From an optimization exercise on the open Yosys and OpenROAD flow, aimed at small area; shortcuts taken in it are not production practice. The RTL was checked by simulation tests, not by an equivalence proof against the original design.

==> flow/design.v <==
module clefia_gfn4_round
(
    input  logic [127:0] t_i,
    input  logic [31:0]  rk0_i,
    input  logic [31:0]  rk1_i,
    output logic [127:0] t_c_o
);
    localparam logic [63:0] SS0 = 64'he6ca872fb14059d3;
    localparam logic [63:0] SS1 = 64'h640d2ba39cef8751;
    localparam logic [63:0] SS2 = 64'hb85ea64cf72310d9;
    localparam logic [63:0] SS3 = 64'ha26d345e0789bfc1;
    function automatic logic [3:0] gf4_x2(input logic [3:0] a);
        gf4_x2 = {a[2:0], 1'b0} ^ (a[3] ? 4'h3 : 4'h0);
    endfunction
    function automatic logic [7:0] sbox0(input logic [7:0] x);
        logic [3:0] t0, t1, u0, u1;
        logic [3:0] i0, i1, i2, i3;
        i0 = ~x[7:4];
        i1 = ~x[3:0];
        t0 = SS0[4*i0 +: 4];
        t1 = SS1[4*i1 +: 4];
        u0 = t0 ^ gf4_x2(t1);
        u1 = gf4_x2(t0) ^ t1;
        i2 = ~u0;
        i3 = ~u1;
        sbox0 = {SS2[4*i2 +: 4], SS3[4*i3 +: 4]};
    endfunction
    logic [31:0] t0, t1, t2, t3;
    logic [31:0] x0, x2;       
    logic [31:0] y0, y2;       
    logic [31:0] f0, f2;       
    assign {t0, t1, t2, t3} = t_i;
    assign x0 = rk0_i ^ t0;
    assign x2 = rk1_i ^ t2;
    assign y0[31:24] = sbox0(x0[31:24]);
    clefia_s1 u_s1_01 (.x(x0[23:16]), .y(y0[23:16]));
    assign y0[15:8] = sbox0(x0[15:8]);
    clefia_s1 u_s1_03 (.x(x0[7:0]), .y(y0[7:0]));
    clefia_m0 u_m0 (.y(y0), .f(f0));
    clefia_s1 u_s1_10 (.x(x2[31:24]), .y(y2[31:24]));
    assign y2[23:16] = sbox0(x2[23:16]);
    clefia_s1 u_s1_12 (.x(x2[15:8]), .y(y2[15:8]));
    assign y2[7:0] = sbox0(x2[7:0]);
    clefia_m1 u_m1 (.y(y2), .f(f2));
    assign t_c_o = {t1 ^ f0, t2, t3 ^ f2, t0};
endmodule
module clefia_s1 (input logic [7:0] x, output logic [7:0] y);
    logic T1, T2, T3, T4, T6, T8, T9, T10, T13, T14, T15, T16, T17, T19, T20, T22, T23, T24, T25, T26, T27, U7;
    logic a0, a1, a2, a3, a4, a5, a6, a7, a8, a9, a10, a11, a12, a13, a14, a15, a16, a17, a18, a19, a20, a21, a22, a23;
    logic M1, M2, M3, M4, M5, M6, M7, M8, M9, M10, M11, M12, M13, M14, M15, M16, M17, M18, M19, M20, M21, M22, M23, M24, M25, M26, M27, M28, M29, M30, M31, M32, M33, M34, M35, M36, M37, M38, M39, M40, M41, M42, M43, M44, M45, M46, M47, M48, M49, M50, M51, M52, M53, M54, M55, M56, M57, M58, M59, M60, M61, M62, M63;
    logic b0, b1, b2, b3, b4, b5, b6, b7, b8, b9, b10, b11, b12, b13, b14, b15, b16, b17, b18, b19, b20, b21, b22, b23, b24, b25, b26, b27;
    assign a0 = x[2] ^ x[3];
    assign a1 = x[1] ^ x[4];
    assign a2 = x[6] ^ x[7];
    assign a3 = x[1] ^ a0;
    assign a4 = x[0] ^ x[4];
    assign a5 = x[3] ^ a1;
    assign a6 = x[3] ^ x[7];
    assign a7 = x[0] ^ a0;
    assign a8 = x[5] ^ x[7];
    assign a9 = x[5] ^ a2;
    assign a10 = x[5] ^ x[6];
    assign a11 = a0 ^ a1;
    assign a12 = x[0] ^ x[1];
    assign a13 = a2 ^ a5;
    assign a14 = x[7] ^ a0;
    assign a15 = a1 ^ a8;
    assign a16 = a0 ^ a10;
    assign a17 = x[0] ^ a1;
    assign a18 = x[0] ^ a3;
    assign a19 = a4 ^ a6;
    assign a20 = a7 ^ a10;
    assign a21 = a3 ^ a9;
    assign a22 = x[5] ^ a5;
    assign a23 = a2 ^ a11;
    assign T1 = a1;
    assign T2 = ~a4;
    assign T3 = a3;
    assign T4 = ~a12;
    assign T6 = a13;
    assign T8 = x[2];
    assign T9 = ~a14;
    assign T10 = ~a6;
    assign T13 = ~a7;
    assign T14 = a8;
    assign T15 = a15;
    assign T16 = ~a9;
    assign T17 = a16;
    assign T19 = a17;
    assign T20 = x[0];
    assign T22 = a18;
    assign T23 = ~a11;
    assign T24 = a19;
    assign T25 = a20;
    assign T26 = ~a21;
    assign T27 = ~a22;
    assign U7 = a23;
    assign M1 = T13 & T6;
    assign M2 = T23 & T8;
    assign M3 = T14 ^ M1;
    assign M4 = T19 & U7;
    assign M5 = M4 ^ M1;
    assign M6 = T3 & T16;
    assign M7 = T22 & T9;
    assign M8 = T26 ^ M6;
    assign M9 = T20 & T17;
    assign M10 = M9 ^ M6;
    assign M11 = T1 & T15;
    assign M12 = T4 & T27;
    assign M13 = M12 ^ M11;
    assign M14 = T2 & T10;
    assign M15 = M14 ^ M11;
    assign M16 = M3 ^ M2;
    assign M17 = M5 ^ T24;
    assign M18 = M8 ^ M7;
    assign M19 = M10 ^ M15;
    assign M20 = M16 ^ M13;
    assign M21 = M17 ^ M15;
    assign M22 = M18 ^ M13;
    assign M23 = M19 ^ T25;
    assign M24 = M22 ^ M23;
    assign M25 = M22 & M20;
    assign M26 = M21 ^ M25;
    assign M27 = M20 ^ M21;
    assign M28 = M23 ^ M25;
    assign M29 = M28 & M27;
    assign M30 = M26 & M24;
    assign M31 = M20 & M23;
    assign M32 = M27 & M31;
    assign M33 = M27 ^ M25;
    assign M34 = M21 & M22;
    assign M35 = M24 & M34;
    assign M36 = M24 ^ M25;
    assign M37 = M21 ^ M29;
    assign M38 = M32 ^ M33;
    assign M39 = M23 ^ M30;
    assign M40 = M35 ^ M36;
    assign M41 = M38 ^ M40;
    assign M42 = M37 ^ M39;
    assign M43 = M37 ^ M38;
    assign M44 = M39 ^ M40;
    assign M45 = M42 ^ M41;
    assign M46 = M44 & T6;
    assign M47 = M40 & T8;
    assign M48 = M39 & U7;
    assign M49 = M43 & T16;
    assign M50 = M38 & T9;
    assign M51 = M37 & T17;
    assign M52 = M42 & T15;
    assign M53 = M45 & T27;
    assign M54 = M41 & T10;
    assign M55 = M44 & T13;
    assign M56 = M40 & T23;
    assign M57 = M39 & T19;
    assign M58 = M43 & T3;
    assign M59 = M38 & T22;
    assign M60 = M37 & T20;
    assign M61 = M42 & T1;
    assign M62 = M45 & T4;
    assign M63 = M41 & T2;
    assign b0 = M59 ^ M62;
    assign b1 = M60 ^ M63;
    assign b2 = M53 ^ b1;
    assign b3 = M58 ^ b0;
    assign b4 = M49 ^ M50;
    assign b5 = b2 ^ b4;
    assign b6 = M61 ^ b3;
    assign b7 = M48 ^ M54;
    assign b8 = M55 ^ M56;
    assign b9 = M59 ^ M61;
    assign b10 = b5 ^ b8;
    assign b11 = b9 ^ b10;
    assign b12 = b0 ^ b1;
    assign b13 = M46 ^ b7;
    assign b14 = b11 ^ b13;
    assign b15 = M52 ^ b11;
    assign b16 = M55 ^ M57;
    assign b17 = M63 ^ b3;
    assign b18 = b16 ^ b17;
    assign b19 = M47 ^ b0;
    assign b20 = b2 ^ b7;
    assign b21 = b19 ^ b20;
    assign b22 = M49 ^ M51;
    assign b23 = M52 ^ M54;
    assign b24 = b6 ^ b22;
    assign b25 = b23 ^ b24;
    assign b26 = M52 ^ b0;
    assign b27 = b5 ^ b26;
    assign y[0] = ~b12;
    assign y[1] = b6;
    assign y[2] = b14;
    assign y[3] = ~b15;
    assign y[4] = b18;
    assign y[5] = ~b21;
    assign y[6] = ~b25;
    assign y[7] = b27;
endmodule
module clefia_m0 (input logic [31:0] y, output logic [31:0] f);
    logic m0, m1, m2, m3, m4, m5, m6, m7, m8, m9, m10, m11, m12, m13, m14, m15, m16, m17, m18, m19, m20, m21, m22, m23, m24, m25, m26, m27, m28, m29, m30, m31, m32, m33, m34, m35, m36, m37, m38, m39, m40, m41, m42, m43, m44, m45, m46, m47, m48, m49, m50, m51, m52, m53, m54, m55, m56, m57, m58, m59, m60, m61, m62, m63, m64, m65, m66, m67, m68, m69, m70, m71, m72, m73, m74, m75, m76, m77, m78, m79, m80, m81, m82, m83, m84, m85, m86, m87, m88, m89, m90, m91, m92, m93, m94, m95, m96, m97, m98, m99, m100, m101, m102, m103, m104, m105, m106, m107, m108, m109, m110, m111, m112, m113, m114, m115, m116, m117, m118, m119;
    assign m0 = y[6] ^ y[14];
    assign m1 = y[22] ^ y[30];
    assign m2 = y[19] ^ y[31];
    assign m3 = y[7] ^ m1;
    assign m4 = y[1] ^ y[23];
    assign m5 = y[7] ^ m0;
    assign m6 = y[7] ^ y[15];
    assign m7 = y[15] ^ m0;
    assign m8 = y[15] ^ m1;
    assign m9 = y[0] ^ y[31];
    assign m10 = y[2] ^ y[31];
    assign m11 = y[23] ^ y[27];
    assign m12 = y[5] ^ y[21];
    assign m13 = y[11] ^ y[20];
    assign m14 = y[26] ^ m5;
    assign m15 = y[20] ^ y[28];
    assign m16 = y[4] ^ m11;
    assign m17 = y[6] ^ y[22];
    assign m18 = y[13] ^ y[29];
    assign m19 = y[17] ^ m4;
    assign m20 = y[16] ^ y[25];
    assign m21 = y[9] ^ y[18];
    assign m22 = y[3] ^ y[10];
    assign m23 = y[11] ^ y[18];
    assign m24 = y[2] ^ m7;
    assign m25 = y[26] ^ m8;
    assign m26 = y[23] ^ m22;
    assign m27 = y[4] ^ y[12];
    assign m28 = y[5] ^ y[13];
    assign m29 = y[12] ^ m2;
    assign m30 = y[14] ^ y[30];
    assign m31 = y[8] ^ y[24];
    assign m32 = y[3] ^ m6;
    assign m33 = y[17] ^ y[25];
    assign m34 = y[21] ^ y[29];
    assign m35 = m2 ^ m14;
    assign m36 = y[5] ^ y[28];
    assign m37 = m6 ^ m20;
    assign m38 = y[23] ^ m28;
    assign m39 = y[31] ^ m17;
    assign m40 = y[16] ^ m9;
    assign m41 = m10 ^ m13;
    assign m42 = m4 ^ m24;
    assign m43 = m7 ^ m9;
    assign m44 = y[9] ^ y[24];
    assign m45 = y[0] ^ m37;
    assign m46 = y[11] ^ y[28];
    assign m47 = m16 ^ m23;
    assign m48 = m5 ^ m41;
    assign m49 = m8 ^ m44;
    assign m50 = m28 ^ m39;
    assign m51 = y[15] ^ m17;
    assign m52 = y[18] ^ m3;
    assign m53 = y[9] ^ m35;
    assign m54 = y[19] ^ m24;
    assign m55 = m8 ^ m9;
    assign m56 = y[20] ^ m16;
    assign m57 = y[16] ^ m3;
    assign m58 = y[6] ^ m18;
    assign m59 = m32 ^ m46;
    assign m60 = y[24] ^ m57;
    assign m61 = m23 ^ m33;
    assign m62 = y[23] ^ y[24];
    assign m63 = y[17] ^ m31;
    assign m64 = m25 ^ m33;
    assign m65 = y[13] ^ m56;
    assign m66 = m11 ^ m29;
    assign m67 = m34 ^ m51;
    assign m68 = m10 ^ m61;
    assign m69 = m12 ^ m27;
    assign m70 = y[4] ^ m32;
    assign m71 = m26 ^ m54;
    assign m72 = y[30] ^ m69;
    assign m73 = y[9] ^ y[23];
    assign m74 = y[16] ^ m7;
    assign m75 = y[1] ^ y[10];
    assign m76 = y[12] ^ m59;
    assign m77 = m3 ^ m68;
    assign m78 = y[7] ^ m30;
    assign m79 = y[26] ^ m29;
    assign m80 = m26 ^ m64;
    assign m81 = y[21] ^ m76;
    assign m82 = y[22] ^ m27;
    assign m83 = y[29] ^ m70;
    assign m84 = y[3] ^ m52;
    assign m85 = m12 ^ m15;
    assign m86 = y[31] ^ m4;
    assign m87 = m20 ^ m49;
    assign m88 = y[25] ^ m43;
    assign m89 = m10 ^ m87;
    assign m90 = y[0] ^ m19;
    assign m91 = y[8] ^ m21;
    assign m92 = m21 ^ m42;
    assign m93 = y[10] ^ m48;
    assign m94 = m25 ^ m47;
    assign m95 = y[8] ^ m90;
    assign m96 = y[23] ^ m3;
    assign m97 = m79 ^ m84;
    assign m98 = m19 ^ m60;
    assign m99 = m15 ^ m58;
    assign m100 = m5 ^ m62;
    assign m101 = m31 ^ m86;
    assign m102 = y[28] ^ m71;
    assign m103 = y[10] ^ m98;
    assign m104 = m30 ^ m38;
    assign m105 = m6 ^ m63;
    assign m106 = m14 ^ m95;
    assign m107 = y[27] ^ m93;
    assign m108 = y[31] ^ m74;
    assign m109 = y[8] ^ m96;
    assign m110 = m2 ^ m65;
    assign m111 = m88 ^ m91;
    assign m112 = m40 ^ m73;
    assign m113 = y[27] ^ m92;
    assign m114 = m36 ^ m66;
    assign m115 = y[14] ^ m85;
    assign m116 = m34 ^ m78;
    assign m117 = m13 ^ m83;
    assign m118 = m18 ^ m82;
    assign m119 = m53 ^ m75;
    assign f[0] = m55;
    assign f[1] = m101;
    assign f[2] = m89;
    assign f[3] = m80;
    assign f[4] = m94;
    assign f[5] = m114;
    assign f[6] = m99;
    assign f[7] = m116;
    assign f[8] = m109;
    assign f[9] = m112;
    assign f[10] = m103;
    assign f[11] = m77;
    assign f[12] = m97;
    assign f[13] = m110;
    assign f[14] = m115;
    assign f[15] = m67;
    assign f[16] = m108;
    assign f[17] = m105;
    assign f[18] = m111;
    assign f[19] = m119;
    assign f[20] = m107;
    assign f[21] = m81;
    assign f[22] = m118;
    assign f[23] = m104;
    assign f[24] = m100;
    assign f[25] = m45;
    assign f[26] = m106;
    assign f[27] = m113;
    assign f[28] = m102;
    assign f[29] = m117;
    assign f[30] = m72;
    assign f[31] = m50;
endmodule
module clefia_m1 (input logic [31:0] y, output logic [31:0] f);
    logic m0, m1, m2, m3, m4, m5, m6, m7, m8, m9, m10, m11, m12, m13, m14, m15, m16, m17, m18, m19, m20, m21, m22, m23, m24, m25, m26, m27, m28, m29, m30, m31, m32, m33, m34, m35, m36, m37, m38, m39, m40, m41, m42, m43, m44, m45, m46, m47, m48, m49, m50, m51, m52, m53, m54, m55, m56, m57, m58, m59, m60, m61, m62, m63, m64, m65, m66, m67, m68, m69, m70, m71, m72, m73, m74, m75, m76, m77, m78, m79, m80, m81, m82, m83, m84, m85, m86, m87, m88, m89, m90, m91, m92, m93, m94, m95, m96, m97, m98, m99, m100, m101, m102, m103, m104, m105, m106, m107, m108, m109, m110, m111, m112, m113, m114, m115, m116, m117, m118, m119;
    assign m0 = y[5] ^ y[21];
    assign m1 = y[14] ^ y[30];
    assign m2 = y[6] ^ y[22];
    assign m3 = y[13] ^ y[29];
    assign m4 = y[15] ^ y[31];
    assign m5 = m1 ^ m3;
    assign m6 = y[7] ^ y[15];
    assign m7 = y[23] ^ y[31];
    assign m8 = y[7] ^ y[23];
    assign m9 = m0 ^ m2;
    assign m10 = y[7] ^ y[31];
    assign m11 = y[15] ^ y[23];
    assign m12 = y[11] ^ m4;
    assign m13 = y[16] ^ y[24];
    assign m14 = y[1] ^ m10;
    assign m15 = y[10] ^ m1;
    assign m16 = y[4] ^ y[12];
    assign m17 = m4 ^ m15;
    assign m18 = y[4] ^ y[20];
    assign m19 = y[18] ^ m7;
    assign m20 = y[1] ^ m11;
    assign m21 = y[2] ^ y[10];
    assign m22 = y[0] ^ y[16];
    assign m23 = y[25] ^ m11;
    assign m24 = y[25] ^ m10;
    assign m25 = y[17] ^ m9;
    assign m26 = y[8] ^ y[24];
    assign m27 = y[6] ^ y[14];
    assign m28 = y[19] ^ y[27];
    assign m29 = y[5] ^ y[13];
    assign m30 = y[19] ^ m8;
    assign m31 = y[3] ^ y[11];
    assign m32 = y[26] ^ m19;
    assign m33 = m2 ^ m8;
    assign m34 = y[22] ^ y[30];
    assign m35 = y[2] ^ m33;
    assign m36 = y[0] ^ y[8];
    assign m37 = y[21] ^ y[29];
    assign m38 = y[26] ^ m17;
    assign m39 = y[12] ^ y[28];
    assign m40 = y[18] ^ m35;
    assign m41 = y[20] ^ y[28];
    assign m42 = m9 ^ m22;
    assign m43 = m5 ^ m26;
    assign m44 = y[3] ^ m30;
    assign m45 = y[27] ^ m12;
    assign m46 = m6 ^ m21;
    assign m47 = y[9] ^ m5;
    assign m48 = y[19] ^ m43;
    assign m49 = y[10] ^ m0;
    assign m50 = m24 ^ m47;
    assign m51 = m1 ^ m13;
    assign m52 = m24 ^ m49;
    assign m53 = y[3] ^ m32;
    assign m54 = y[30] ^ m44;
    assign m55 = y[0] ^ m3;
    assign m56 = y[21] ^ m38;
    assign m57 = y[15] ^ m34;
    assign m58 = y[17] ^ m52;
    assign m59 = m16 ^ m56;
    assign m60 = y[6] ^ m45;
    assign m61 = m40 ^ m41;
    assign m62 = y[14] ^ m37;
    assign m63 = y[16] ^ m3;
    assign m64 = y[23] ^ m39;
    assign m65 = y[24] ^ m0;
    assign m66 = m43 ^ m53;
    assign m67 = y[8] ^ m0;
    assign m68 = y[9] ^ m20;
    assign m69 = y[1] ^ m51;
    assign m70 = y[25] ^ m36;
    assign m71 = y[28] ^ m20;
    assign m72 = y[2] ^ y[17];
    assign m73 = m25 ^ m71;
    assign m74 = y[7] ^ m39;
    assign m75 = y[29] ^ m16;
    assign m76 = m0 ^ m68;
    assign m77 = y[18] ^ m14;
    assign m78 = y[4] ^ m28;
    assign m79 = m1 ^ m36;
    assign m80 = m6 ^ m65;
    assign m81 = m3 ^ m23;
    assign m82 = m34 ^ m74;
    assign m83 = m29 ^ m54;
    assign m84 = y[11] ^ m42;
    assign m85 = y[9] ^ m3;
    assign m86 = m6 ^ m63;
    assign m87 = m23 ^ m47;
    assign m88 = y[27] ^ m46;
    assign m89 = m78 ^ m87;
    assign m90 = m31 ^ m50;
    assign m91 = y[17] ^ m79;
    assign m92 = m31 ^ m73;
    assign m93 = y[31] ^ m27;
    assign m94 = m38 ^ m41;
    assign m95 = m2 ^ m13;
    assign m96 = m14 ^ m25;
    assign m97 = m37 ^ m60;
    assign m98 = m40 ^ m75;
    assign m99 = y[5] ^ m94;
    assign m100 = m27 ^ m64;
    assign m101 = y[9] ^ m95;
    assign m102 = y[13] ^ m61;
    assign m103 = m7 ^ m55;
    assign m104 = y[22] ^ m45;
    assign m105 = m7 ^ m67;
    assign m106 = m18 ^ m93;
    assign m107 = m42 ^ m88;
    assign m108 = m32 ^ m84;
    assign m109 = y[26] ^ m76;
    assign m110 = m2 ^ m70;
    assign m111 = m72 ^ m81;
    assign m112 = m46 ^ m48;
    assign m113 = m28 ^ m96;
    assign m114 = m29 ^ m104;
    assign m115 = m18 ^ m57;
    assign m116 = m44 ^ m62;
    assign m117 = y[12] ^ m113;
    assign m118 = m77 ^ m85;
    assign m119 = y[20] ^ m90;
    assign f[0] = m103;
    assign f[1] = m69;
    assign f[2] = m111;
    assign f[3] = m66;
    assign f[4] = m89;
    assign f[5] = m99;
    assign f[6] = m97;
    assign f[7] = m82;
    assign f[8] = m105;
    assign f[9] = m101;
    assign f[10] = m58;
    assign f[11] = m108;
    assign f[12] = m117;
    assign f[13] = m102;
    assign f[14] = m116;
    assign f[15] = m115;
    assign f[16] = m86;
    assign f[17] = m91;
    assign f[18] = m118;
    assign f[19] = m112;
    assign f[20] = m119;
    assign f[21] = m59;
    assign f[22] = m114;
    assign f[23] = m100;
    assign f[24] = m80;
    assign f[25] = m110;
    assign f[26] = m109;
    assign f[27] = m107;
    assign f[28] = m92;
    assign f[29] = m98;
    assign f[30] = m83;
    assign f[31] = m106;
endmodule
module clefia_ks_gfn12
(
    input  logic               clk,
    input  logic               rst,
    input  logic               start,
    input  logic [127:0]       key,
    output logic [3:0]         Round,
    input  logic [63:0]        CON,
    output logic               busy,
    output logic               done,
    output logic [127:0]       L
);
    logic [127:0] t_q;
    logic [127:0] t_rnd;
    logic [3:0]   round_q;
    logic [127:0] l_q;
    logic         done_q;
    logic         run_c, last_c;
    assign run_c  = |round_q;
    assign last_c = round_q[3] & round_q[2];
    clefia_gfn4_round u_round (
        .t_i    (t_q),
        .rk0_i  (CON[63:32]),
        .rk1_i  (CON[31:0]),
        .t_c_o  (t_rnd)
    );
    always_ff @(posedge clk) begin
        t_q <= run_c ? t_rnd : key;
    end
    always_ff @(posedge clk) begin
        if (rst) begin
            round_q <= 4'd0;
            done_q  <= 1'b0;
            l_q     <= '0;
        end else begin
            done_q <= last_c;
            if (last_c)
                round_q <= 4'd0;
            else if (run_c)
                round_q <= round_q + 4'd1;
            else if (start && !done_q)
                round_q <= 4'd1;
            if (last_c)
                l_q <= {t_rnd[31:0], t_rnd[127:32]};
        end
    end
    assign Round = round_q;
    assign busy  = run_c;
    assign done  = done_q;
    assign L     = l_q;
endmodule
==> flow/flow/run.sh <==
#!/bin/bash
# Layout flow: the standard flow (standard.sh) with
#  - synthesis by flow/synth.tcl: the standard synthesis with an area-oriented
#    final ABC mapping (registers unchanged),
#  - minimum-size buffers (buf_1) on the ports.
# make's full output goes to layout.log here; ORFS's per-step logs stay under orfs/logs.
set -euo pipefail
W=$(pwd)
F=$W/flow
bash standard.sh SYNTH_SCRIPT=$F/synth.tcl \
  "BUFFER_PORTS_ARGS=-buffer_cell sky130_fd_sc_hd__buf_1" \
  finish > $W/layout.log 2>&1
==> flow/flow/area.abc <==
strash; dch -f; amap -m; topo
==> flow/flow/synth.tcl <==
# The standard synthesis script (synth_recipe.tcl) with one change: the final
# ABC technology mapping uses flow/area.abc, an area-oriented script, in place
# of ORFS's speed script. Everything before it (and so every register, its name
# and its cell type) is the standard synthesis.
set area_abc_script [file join [file dirname [file normalize [info script]]] area.abc]
proc synth {args} { yosys synth -nofsm -noshare {*}$args }
proc abc {args} {
  set i [lsearch -exact $args -script]
  if { $i >= 0 } { set args [lreplace $args $i [expr {$i + 1}] -script $::area_abc_script] }
  yosys abc {*}$args
}
source $::env(SCRIPTS_DIR)/synth.tcl
# left out here: clear keep_hierarchy, flatten, clean up, hide names made inside functions, write 1_2_yosys.v
==> flow/standard.sh <==
#!/bin/bash
# synth_recipe.tcl (not shown) runs the flow's synth.tcl, then flattens the netlist and writes it again
# the make line also repeats each setting of config.mk as NAME=value (left out here)
make -C /OpenROAD-flow-scripts/flow DESIGN_CONFIG=/design/flow/config.mk WORK_HOME=/design/flow/orfs CLKGATE_MAP_FILE= SYNTH_SCRIPT=/design/flow/synth_recipe.tcl "${@:-finish}"
==> flow/config.mk <==
export PLATFORM = sky130hd
export DESIGN_NAME = clefia_ks_gfn12
export DESIGN_NICKNAME = clefia_ks_gfn12
export VERILOG_FILES = /design/flow/design.v
export SDC_FILE = /design/flow/constraint.sdc
export NUM_CORES = 4
export LEC_CHECK = 0
export CAP_MARGIN = 20
export CORE_MARGIN = 2
export CORE_UTILIZATION = 60
export CTS_BUF_LIST = sky130_fd_sc_hd__clkbuf_4 sky130_fd_sc_hd__clkbuf_8
export CTS_CLUSTER_DIAMETER = 100
export CTS_CLUSTER_SIZE = 14
export GPL_TIMING_DRIVEN = 0
export SLEW_MARGIN = 20
==> flow/constraint.sdc <==
create_clock -name core_clock -period 8.0 [get_ports {clk}]
set_input_delay 1.6000 -clock core_clock [delete_from_list [all_inputs] [get_ports {clk}]]
set_output_delay 1.6000 -clock core_clock [all_outputs]
set_load 0.01 [all_outputs]
==> results of run 1 <==
-- cells by family after synthesis --
group	share of synthesized area, %
compound gates	33.96
xor+xnor	1.950
fa+ha+maj	5.351
buf+inv	8.357
flops	30.61
simple gates	19.77
-- Yosys cell counts --
| cell type | number | share of area (%) |
|---|---|---|
| sky130_fd_sc_hd__ha_1 | 73 | 5.4 |
| sky130_fd_sc_hd__nand3_1 | 1 | 0.029 |
| sky130_fd_sc_hd__xnor2_1 | 22 | 1.1 |
| sky130_fd_sc_hd__dfxtp_1 | 261 | 31 |
| sky130_fd_sc_hd__a2111oi_0 | 1 | 0.051 |
| sky130_fd_sc_hd__a221oi_1 | 2 | 0.10 |
| sky130_fd_sc_hd__a22oi_1 | 14 | 0.62 |
| sky130_fd_sc_hd__a21o_1 | 5 | 0.22 |
| sky130_fd_sc_hd__xor2_1 | 16 | 0.82 |
| sky130_fd_sc_hd__a211oi_1 | 1 | 0.044 |
| sky130_fd_sc_hd__o21a_1 | 1 | 0.044 |
| sky130_fd_sc_hd__o22ai_1 | 269 | 9.9 |
| sky130_fd_sc_hd__o21bai_1 | 1 | 0.044 |
| sky130_fd_sc_hd__o211ai_1 | 1 | 0.044 |
| sky130_fd_sc_hd__nand2_1 | 323 | 7.1 |
| sky130_fd_sc_hd__clkinv_1 | 380 | 8.4 |
| sky130_fd_sc_hd__a21oi_1 | 391 | 11 |
| sky130_fd_sc_hd__nor3_1 | 6 | 0.18 |
| sky130_fd_sc_hd__o31ai_1 | 4 | 0.18 |
| sky130_fd_sc_hd__a22o_1 | 1 | 0.051 |
| sky130_fd_sc_hd__nor2b_1 | 11 | 0.40 |
| sky130_fd_sc_hd__or2_0 | 8 | 0.29 |
| sky130_fd_sc_hd__o31a_1 | 1 | 0.051 |
| sky130_fd_sc_hd__nor2_1 | 535 | 12 |
| sky130_fd_sc_hd__a31oi_1 | 3 | 0.11 |
| sky130_fd_sc_hd__o32ai_1 | 20 | 1.0 |
| sky130_fd_sc_hd__o21ai_0 | 343 | 10 |
-- layer usage --
layer / track usage (%) / up-vias
met5: 0 / -
li1: - / 10110
met4: 17.97 / 2
met1: 49.71 / 9125
met2: 59.35 / 1071
met3: 5.981 / 184
-- layout make-up --
class / instances / area (sq um) / area share, %
Sequential cell: 261 / 5225 / 25.11
Multi-Input combinational cell: 2053 / 11560 / 55.56
Timing Repair Buffer: 382 / 1767 / 8.489
Inverter: 380 / 1449 / 6.962
Tap cell: 378 / 473.0 / 2.272
Clock inverter: 1 / 5.005 / 0.02405
Clock buffer: 24 / 330.3 / 1.587
-- critical path, delay by kind of cell --
family	cells	cell delay, ps
AOI/OAI and AO/OA	19	3470
and+or+nand+nor	14	1630
buffers and inverters	10	1420
-- stage by stage --
step / setup slack [ps] / setup TNS, ps / hold slack, ps / cells
floorplan: 6.604 / 0 / 439.2 / 2694
global placement: -2469 / -247200 / 431.6 / 3400
detailed placement: -2151 / -147450 / 439.7 / 3408
CTS: 19.06 / 0 / 460.5 / 3443
global route: -179.3 / -2525 / 476.4 / 3479
finish: 301.6 / 0 / 458.4 / 3479
-- cells in the final DEF, fill, tap and decap left out, types with 18 or more instances in the layout --
cell	synthesis	routed
sky130_fd_sc_hd__a21oi_1	391	308
sky130_fd_sc_hd__a21oi_2	0	74
sky130_fd_sc_hd__buf_1	0	328
sky130_fd_sc_hd__buf_4	0	46
sky130_fd_sc_hd__clkbuf_8	0	24
sky130_fd_sc_hd__clkinv_1	380	342
sky130_fd_sc_hd__dfxtp_1	261	261
sky130_fd_sc_hd__ha_1	73	73
sky130_fd_sc_hd__inv_2	0	27
sky130_fd_sc_hd__nand2_1	323	323
sky130_fd_sc_hd__nor2_1	535	522
sky130_fd_sc_hd__o21ai_0	343	295
sky130_fd_sc_hd__o21ai_2	0	25
sky130_fd_sc_hd__o22ai_1	269	216
sky130_fd_sc_hd__o22ai_2	0	36
sky130_fd_sc_hd__o32ai_1	20	18
sky130_fd_sc_hd__xnor2_1	22	20
-- how the worst max path moves through the flow --
stage | slack, ps | startpoint | to
floorplan | 7 | CON[25] | l_q[3]
global placement | -2470 | round_q[0] | round_q[1]
detailed placement | -2150 | CON[9] | l_q[3]
CTS | 20 | CON[51] | l_q[76]
global route | -180 | CON[36] | l_q[82]
finish | 300 | CON[11] | l_q[3]
-- what timing repair did --
item | CTS | global route
hold buffers | 0 | 0
resized for setup | 128 | 177
cloned | 0 | 0
pin swaps | 2 | 16
endpoints found under the hold margin | 0 | 0
endpoints found under the setup margin | 108 | 114
setup buffers | 10 | 36
-- state kept, by name, summed over array words and instances (netlist names) --
signal,count
done_q,1
l_q,128
t_q,128
round_q,4
==> impl_results.md, run 1 <==
* Result of the run: complete, no violations
* Worst slew margin at between 30% and 40%
* Worst reg2reg startpoint: t_q[47]
* Area enclosed by the die boundary at around 0.030 sq mm
* Crit path top cell by count: sky130_fd_sc_hd__nor2_1
* Antenna Cells at 0
* Area growth from synthesis to layout at 21.93%
* Initial standard-cell utilization of the core at 61.10%
* Number of buffers on the longest clock path at 3
* Number of hold-slack violations in the final timing report at 0
* Die W at between 150 and 200 um
* Number of global-route vias before repair at approximately 18000
* Post-route DRC at 0
* MaxCap Viol Count at 0
* Pin count of the biggest net entering global routing at 67
* Final Instance Area at between 0.02 and 0.025 sq mm
* Detailed router's first-iteration violation count at a little over 2000
* Final setup skew at approximately 35 ps
* Post-synthesis area per instance at 6.336 sq um
* Transition time of the tightest slew-check pin at between 900 and 1000 ps
* Number of rows in the core area at a little over 60
* Via-per-instance ratio at between 5 and 6
* H-tree Lvls at 1
* Flop2flop setup slack at about 950 ps
* Min-Delay Endpoint: l_q[119]
* Minimum clock period after layout at 7698 ps
* Startpoint type of the worst setup path: primary input
* Io pins at approximately 330
* CTS Sinks at between 200 and 300
* Utilization after layout at approximately three quarters
* Crit end category: flip-flop
* Worst Hold Path Cells at 2
* Setup Viol. Count Final at 0
* CTS buffer count at 22
* Estimated wirelength of the detail-placed design at 46840 um
* Antenna Violating Nets Remaining at 0
* Class of the tightest hold or removal check: flip-flop to flip-flop
* Number of nets at the end of the flow at ~3400
* Standard cell with the maximum stage delay on the critical path: sky130_fd_sc_hd__a22oi_1
* Data arrival time of the worst path at 8130 ps
* Number of storage elements in the synthesis netlist at 261
* Fill cell count at between 2000 and 2500
* Number of different library cells in the post-synthesis netlist at 27
* Wl on met1 at 24660 um
* Latest clock arrival within the worst-skew pair at 580 ps
* Syn Inst Count at roughly 2700
* Synth Warn # at 2
* Clock tree from TritonCTS: built
* Met2 wire length at ~27000 um
* Placement Cell Area at 0.01901 sq mm
* Met3 routed wirelength at 5932 um
* Number of cell instances on the worst register-to-register path at 47
* Peak Freq at between 100 and 150 MHz
* Overall global routing resource usage at a little under two fifths
* Routed wire length per instance at 17.45 um
* Critical path start-end classification: primary input to flip-flop
* Number of search-and-repair iterations in the first detailed-routing pass at 8
* Core region area at between 0.02 and 0.03 sq mm
* Initial antenna violation count at 1
* Total via count after detailed routing at about 20000
* Global-route wire length before repair at 91160 um
* Pins Over Slew Limit at 0
* Maximum fanout encountered on the critical timing path at 6
* Clock input transition at the sequential cells of the worst setup and hold paths at 90 ps
* Post-route fraction of the period consumed by the critical path at ~96%
* Top Layer Used: met5
* Data required time at the worst endpoint at ~8400 ps
* Final weighted congestion in routability-driven placement at approximately 1
* Die extent in y at ~170 um
* Endpoint of the lowest-slack register-to-register path: l_q[3]
* Mapped Nets at around 3000
* Share of layout cells above drive strength 1 at between 9 and 10%
* Peak per-stage delay on the critical path at around 270 ps
* Post-Syn Area at 0.01707 sq mm
* Hold Path Origin: l_q[119]
* Root buffer selected by CTS: sky130_fd_sc_hd__clkbuf_8
* Global route overflow at 0
* IO Port Bufs at 328
* Sum of routed wire length over all layers at approximately 61000 um
* Seq/Total Area, Yosys at between 30% and 40%
==> inputs of run 2 (changes only) <==
--- a/flow/config.mk
+++ b/flow/config.mk
@@ -8,8 +8,6 @@
 export CAP_MARGIN = 20
 export CORE_MARGIN = 2
-export CORE_UTILIZATION = 60
+export CORE_UTILIZATION = 40
 export CTS_BUF_LIST = sky130_fd_sc_hd__clkbuf_4 sky130_fd_sc_hd__clkbuf_8
-export CTS_CLUSTER_DIAMETER = 100
-export CTS_CLUSTER_SIZE = 14
 export GPL_TIMING_DRIVEN = 0
 export SLEW_MARGIN = 20
==> impl_results.md, run 2 <==
* Result of the run: complete, no violations
* Data required time at the worst endpoint at 8510 ps (+80 ps)
* Most instantiated library cell after synthesis: sky130_fd_sc_hd__nor2_1
* Latest clock arrival within the worst-skew pair at 660 ps (+80 ps)
* Global-route wire length before repair at 96790 um (+6.2%)
* Wl on met1 at 29540 um (+20%)
* Hold Path Origin: l_q[23]
* Share of layout cells above drive strength 1 at 12.35% (+2.4 points)
* Endpoint of the lowest-slack register-to-register path: l_q[92]
* Area of combinational cells with multiple inputs at 0.01167 sq mm (+0.92%)
* Worst reg2reg startpoint: t_q[98]
* Number of nets at the end of the flow at 3397 (+0.86%)
* Final Instance Area at 0.02181 sq mm (+4.8%)
* Main synth FF type: sky130_fd_sc_hd__dfxtp_1
* Registers with the most flip-flops: l_q x128, t_q x128, round_q x4
* Peak Freq at 131.0 MHz (+0.88%)
* Peak per-stage delay on the critical path at 300 ps (+30 ps)
* Number of global-route vias before repair at 17710 (+0.93%)
* Number of buffers inserted by hold repair at cts at 0 (unchanged)
* Number of buffers on the longest clock path at 3 (unchanged)
* Post-synthesis area per instance at 6.336 sq um (unchanged)
* Initial antenna violation count at 2 (+1)
* Pin count of the biggest net entering global routing at 71 (+6.0%)
* CTS buffer count at 48 (+120%)
* Crit end category: flip-flop
* Top cell type's share of synthesized area at 30.61% (unchanged)
* Number of storage elements in the synthesis netlist at 261 (unchanged)
* Final weighted congestion in routability-driven placement at 0.9382 (-6.0%)
* Overall global routing resource usage at 27.85% (-9.5 points)
* Antenna Cells at 0 (unchanged)
* Met3 routed wirelength at 4744 um (-20%)
* Dominant cells by area after synthesis: sky130_fd_sc_hd__dfxtp_1 31%, sky130_fd_sc_hd__nor2_1 12%, sky130_fd_sc_hd__a21oi_1 11%
* Ranking of synthesized cells by instance count: 535 x sky130_fd_sc_hd__nor2_1, 391 x sky130_fd_sc_hd__a21oi_1, 380 x sky130_fd_sc_hd__clkinv_1
* Number of rows in the core area at 75 (+23%)
* Maximum fanout encountered on the critical timing path at 5 (-1)
* Top Layer Used: met5
* Post-Syn Area at 0.01707 sq mm (unchanged)
* Final setup skew at 54.47 ps (+19.77 ps)
* Seq/Total Area, Yosys at 30.61% (unchanged)
* Area growth from synthesis to layout at 27.77%
* Mapped Nets at 2962 (unchanged)
* Routed wire length per instance at 17.54 um (+0.49%)
* Core region area at 0.04204 sq mm (+50%)
* Flop2flop setup slack at 950 ps (about the same)
* Clock tree from TritonCTS: built
* Post-route fraction of the period consumed by the critical path at 95.39% (-0.84 points)
* Syn Inst Count at 2694 (unchanged)
* Worst slew margin at 43.91% (+3.9 points)
* EDFF count, synth at 0 (unchanged)
* Root buffer selected by CTS: sky130_fd_sc_hd__clkbuf_8
* Io pins at 329 (unchanged)
* Placement Cell Area at 0.01922 sq mm (+1.1%)
* Met2 wire length at 28810 um (+8.5%)
* Commonest non-fill, non-tap cell in the layout: sky130_fd_sc_hd__nor2_1
* Synth Warn # at 2 (unchanged)
* Share of async-settable or async-resettable flops after synthesis at 0% (unchanged)
* Via-per-instance ratio at 5.373 (-8.8%)
* Total via count after detailed routing at 19860 (-3.1%)
* Global route overflow at 0 (unchanged)
* RSZ-0062 raised after global routing: true
* Family with the most delay on the worst path: compound AO/OA/AOI/OAI gates
* Sum of routed wire length over all layers at 64850 um (+6.8%)
* Utilization after layout at 51.88% (-23 points)
* Number of cell instances on the worst register-to-register path at 42 (-11%)
* Die extent in y at 210.6 um (+22%)
* Initial standard-cell utilization of the core at 40.60% (-21 points)
* Startpoint type of the worst setup path: primary input
* Number of search-and-repair iterations in the first detailed-routing pass at 5 (-3)
* Buffering stage count on the worst path with inverters included at 9 (-1)
* Area enclosed by the die boundary at 0.04434 sq mm (+49%)
* Biggest area consumer among synthesized cells: sky130_fd_sc_hd__dfxtp_1
* Pins Over Slew Limit at 0 (unchanged)
* CTS Sinks at 261 (unchanged)
* FF/Latch Area at 0.005225 sq mm (unchanged)
* Minimum clock period after layout at 7632 ps (-66.82 ps)
* H-tree Lvls at 2 (+1)
* Clock input transition at the sequential cells of the worst setup and hold paths at 60 ps (-30 ps)
* Critical path start-end classification: primary input to flip-flop
* Setup Viol. Count Final at 0 (unchanged)
* Crit path top cell by count: sky130_fd_sc_hd__nor2_1
* Standard cell with the maximum stage delay on the critical path: sky130_fd_sc_hd__nor3_4
* MaxCap Viol Count at 0 (unchanged)
* Worst Hold Path Cells at 2 (unchanged)
* Number of hold-slack violations in the final timing report at 0 (unchanged)
* Estimated wirelength of the detail-placed design at 50440 um (+7.7%)
* Post-route DRC at 0 (unchanged)
* Die W at 210.6 um (+22%)
* Detailed router's first-iteration violation count at 1459 (-29%)
* Min-Delay Endpoint: l_q[23]
* Fill cell count at 4332 (+90%)
* Data arrival time of the worst path at 8150 ps (+20 ps)
* Number of different library cells in the post-synthesis netlist at 27 (unchanged)
* IO Port Bufs at 328 (unchanged)
* Transition time of the tightest slew-check pin at 832.6 ps (-67.98 ps)
* Top library cells by usage in the layout, fill and taps aside: 522 x sky130_fd_sc_hd__nor2_1, 336 x sky130_fd_sc_hd__clkinv_1, 328 x sky130_fd_sc_hd__buf_1
* Class of the tightest hold or removal check: flip-flop to flip-flop
* Antenna Violating Nets Remaining at 0 (unchanged)
## run 2: cell count changes in the layout (fill, tap and decap cells not counted), moves of 3 or more
cell | before | now
sky130_fd_sc_hd__o22ai_1 | 216 | 208
sky130_fd_sc_hd__a21oi_2 | 74 | 80
sky130_fd_sc_hd__clkinv_1 | 342 | 336
sky130_fd_sc_hd__clkbuf_8 | 24 | 59
sky130_fd_sc_hd__clkbuf_4 | 0 | 8
sky130_fd_sc_hd__clkinv_2 | 9 | 14
sky130_fd_sc_hd__a21oi_1 | 308 | 298
sky130_fd_sc_hd__o22ai_2 | 36 | 43
sky130_fd_sc_hd__o21ai_2 | 25 | 28
sky130_fd_sc_hd__a21oi_4 | 9 | 13
sky130_fd_sc_hd__inv_2 | 27 | 34
## run 2: how the worst max path moves through the flow
stage	start	to	slack, ps	depth (start not counted)
floorplan	CON[25]	l_q[3]	7	41
global placement	round_q[0]	round_q[1]	-3270	7
detailed placement	CON[9]	t_q[52]	-2570	39
CTS	CON[25]	t_q[52]	7	44
global route	CON[36]	l_q[92]	-200	44
finish	CON[36]	l_q[92]	370	43
## run 2: final cells by class
type                            instances  share of cell area, %
Clock buffer                           66                  3.964
Clock inverter                         13                 0.5852
Inverter                              380                  6.649
Multi-Input combinational cell       2053                  53.51
Sequential cell                       261                  23.96
Tap cell                              539                  3.092
Timing Repair Buffer                  385                  8.239
## run 2: cell families (layout without fill, tap and decap cells)
family,after synthesis,after routing,synth area share [%]
adder cells (fa/ha/maj),73,73,5.351
AND/OR/NAND/NOR,884,884,19.77
flip-flops,261,261,30.61
buffers and inverters,380,844,8.357
AO/OA/AOI/OAI,1058,1058,33.96
XOR/XNOR,38,38,1.950
## run 2: repair_timing
| item | 4_1_cts | 5_1_grt |
|---|---|---|
| setup buffers | 10 | 38 |
| cloned | 0 | 0 |
| pin swaps | 3 | 13 |
| hold endpoints to repair | 0 | 0 |
| gates resized for setup | 141 | 195 |
| endpoints found under the setup margin | 117 | 123 |
## run 2: metrics by stage
stage	setup slack, ps	TNS [ps]	hold WS, ps	instances
floorplan	6.604	0	439.2	2694
global placement	-3267	-374410	431.9	3561
detailed placement	-2567	-174110	440.4	3570
CTS	7.478	0	454.1	3659
global route	-204.3	-3354	474.2	3697
finish	368.4	0	449.9	3697
## run 2: layer usage
layer	GRT usage [%]	vias up
met3	5.364	90
met2	44.45	686
li1	-	10190
met4	8.669	2
met5	0	-
met1	37.93	8891
## run 2: worst min-delay path: stages, from the launching register on
cell and delay (ps):
sky130_fd_sc_hd__dfxtp_1 320, sky130_fd_sc_hd__nand2_1 40, sky130_fd_sc_hd__o21ai_0 50

[port drivers added, routing unchanged]
How much do the figures lean on ideal ports? The routed layouts below were timed once more, with nothing changed but the port constraints. Step 1 assumes that a clkbuf_16 drives the clock port and a buf_2 every other input. Step 2 also shifts input and output timing later by t, the mid clock arrival at the registers, as if the neighbouring blocks saw the same clock. Three values: ideal ports, drivers, drivers and shift; two values: the first two.
| run | t, ns | slack for setup (ns) | hold WS [ns] | worst setup path after step 2 |
|---|---|---|---|---|
| run 1 | 0.615 | 0.302 / 0.328 / -0.287 | 0.458 / 0.458 / 0.458 | input to register |
| run 2 | 0.677 | 0.368 / 0.388 / -0.289 | 0.450 / 0.450 / 0.450 | input to register |
Met with ideal ports but missed after step 2: setup timing in run 1 and run 2. The setup slack of run 2, which loses most, moves by +0.020 ns with the drivers and by -0.657 ns with both steps.
